This is an optimization exercise on Yosys and OpenROAD, whose aim is a short achievable clock period and few clock cycles, not a production implementation.
Only simulation tests tie the RTL to the original design; equivalence was not proved.
No activity file was given, so power comes from the tool's default toggle rates.

==> flow/design.v (excerpt) <==
module cache_l1 (
    input  logic        clk,
    input  logic        rst_n,
    input  logic        cpu_req,
    input  logic        cpu_write,
    input  logic [31:0] cpu_addr,
    input  logic [31:0] cpu_wdata,
    output logic        cpu_ack,
    output logic [31:0] cpu_rdata,
    output logic        mem_req,
    output logic        mem_write,
    output logic [31:0] mem_addr,
    output logic [31:0] mem_wdata,
    input  logic        mem_ack,
    input  logic [31:0] mem_rdata
);
Size: ~3800 cells after synthesis, roughly 2400 flip-flops, roughly 200 I/O pins, roughly 91000 um^2 of cells after synthesis.
make LEC_CHECK=0 ABC_CLOCK_PERIOD_IN_PS=2000 CAP_MARGIN=20 CORE_MARGIN=2 CORE_UTILIZATION=60 CTS_CLUSTER_DIAMETER=60 CTS_CLUSTER_SIZE=30 SETUP_SLACK_MARGIN=2.7 SLEW_MARGIN=20 finish   # period 5.0 ns
run.sh (not shown) runs the stock make flow with config.mk's settings and CLKGATE_MAP_FILE= SYNTH_SCRIPT=/design/flow/synth_recipe.tcl, a recipe that flattens the netlist after the stock synthesis.
Testbench counts at the start, summed over its fixed seeds: cycles 91,480.
==> next run, changes <==
- CORE_UTILIZATION: 60 -> 40
- CTS_CLUSTER_DIAMETER: 60 -> default
- CTS_CLUSTER_SIZE: 30 -> default
Result: The changed run completed without violations. Setup slack gains 0.22 ns. Fmax rose by 8.2%. Synthesized area is unchanged. Count of clock-buffer cells in the layout rose by 137.

* * *

cache_l1, a different RTL version from the one above (not shown whole).
For scale: about 2,500 flip-flops, about 200 I/O pins, ~0.099 mm^2 of cells after synthesis.
clock: 5.0 ns
lec_check: 0
abc_clock_period_in_ps: 2000
cap_margin: 20
core_margin: 2
core_utilization: 50
setup_slack_margin: 2.65
slew_margin: 20
standard.sh (not shown) runs the stock make flow with config.mk's settings and CLKGATE_MAP_FILE= SYNTH_SCRIPT=/design/flow/synth_recipe.tcl, a recipe that flattens the netlist after the stock synthesis.
==> flow/flow/run.sh <==
#!/bin/bash
# Standard layout, except that:
# - the port buffers are plain buffers, and the resizer may pick any cell of
#   the right function (not only the same footprint), so that the port
#   buffers can be sized for speed;
# - the clock tree uses larger sink clusters (fewer, shorter buffer stages);
# - synthesis does not use the slow 4-input mux cells (added to the
#   platform's own don't-use list).
set -o pipefail
cfg="DESIGN_CONFIG=$PWD/config.mk WORK_HOME=$PWD/orfs_print"
dont_use=$(make -s -C "$FLOW_HOME" $cfg print-DONT_USE_CELLS 2>print_dont_use.log | sed -n 's/^DONT_USE_CELLS: //p')
rm -rf orfs_print
echo "DONT_USE_CELLS from the platform: $dont_use" > dont_use.log
bash standard.sh MATCH_CELL_FOOTPRINT=0 \
  "BUFFER_PORTS_ARGS=-buffer_cell sky130_fd_sc_hd__buf_4" \
  "CTS_ARGS=-sink_clustering_enable -repair_clock_nets -sink_clustering_size 30 -sink_clustering_max_diameter 100" \
  "DONT_USE_CELLS=$dont_use sky130_fd_sc_hd__mux4_1 sky130_fd_sc_hd__mux4_2 sky130_fd_sc_hd__mux4_4" \
  finish > standard.log 2>&1
The first run finished clean.
Testbench counts at the start, summed over its fixed seeds: cycles 91,480.
Change:
Settings changed: SETUP_SLACK_MARGIN 2.65 to 2.8, TNS_END_PERCENT set to 5.
Result: Global-route usage came out lower by 0.16 points. Final area came out lower by 1.5%. Count of clock-buffer cells in the layout came out lower by 3. Clock power came out lower by about 4%. Non-clock buffer count came out lower by 66.
Change:
Settings changed: CORE_UTILIZATION 50 to 55, TNS_END_PERCENT 5 to not set.
After rerunning: Sequential share of layout area is lower by 1.3 points; cell count goes down slightly; worst setup slack improved by 71 ps; global-route usage increases by 3.6 points; wire length came out higher by a few percent; power goes up slightly; clock power barely changes; fmax is higher by a few percent; clock skew decreases by 3.5 ps; combinational power rose by a few percent; register-to-register slack is better by 130 ps.
Change:
Settings changed: CORE_UTILIZATION 55 to 40.
Effect:
- final area is higher by 0.95%
- synthesized area stays the same
- die area is higher by 37%
- worst setup slack degrades by 140 ps

-- re-timing with driven ports --
The flow's constraints put no driver on any port. The routed layouts listed below were extracted and timed again, unchanged, in two steps.
Step 1 assumes that a clkbuf_16 drives the clock port and a buf_2 every other input.
Step 2 moves the port delays by t, midway between the first and last clock arrival at a register: inputs arrive t later, outputs are due t later. That takes back most of the time a late clock gives input paths.
Three values: ideal ports, drivers, drivers and shift; two values: the first two.
run | t, ns | slack for setup (ns) | clock arrival spread, ns | worst data-port slew with drivers (ns) | pins driven straight from the clock port
the first run of note 1 | 0.874 | 2.123 / 2.034 / 1.160 | 0.042 / 0.042 | 0.32 | 1
the second run of note 1 | 0.951 | 2.342 / 2.151 / 1.200 | 0.039 / 0.039 | 0.31 | 1
the first run of note 2 | 0.865 | 2.465 / 2.287 / 1.422 | 0.045 / 0.045 | 0.29 | 1
the second run of note 2 | 0.855 | 2.446 / 2.147 / 1.292 | 0.044 / 0.044 | 0.44 | 1
the third run of note 2 | 0.870 | 2.517 / 2.344 / 1.474 | 0.039 / 0.040 | 0.28 | 1
the fourth run of note 2 | 0.867 | 2.376 / 2.103 / 1.236 | 0.043 / 0.044 | 0.42 | 1
After both steps every run listed still meets setup and hold. For the second run of note 2, which loses most, drivers alone change the setup slack by -0.299 ns; drivers and shift together by -1.154 ns.
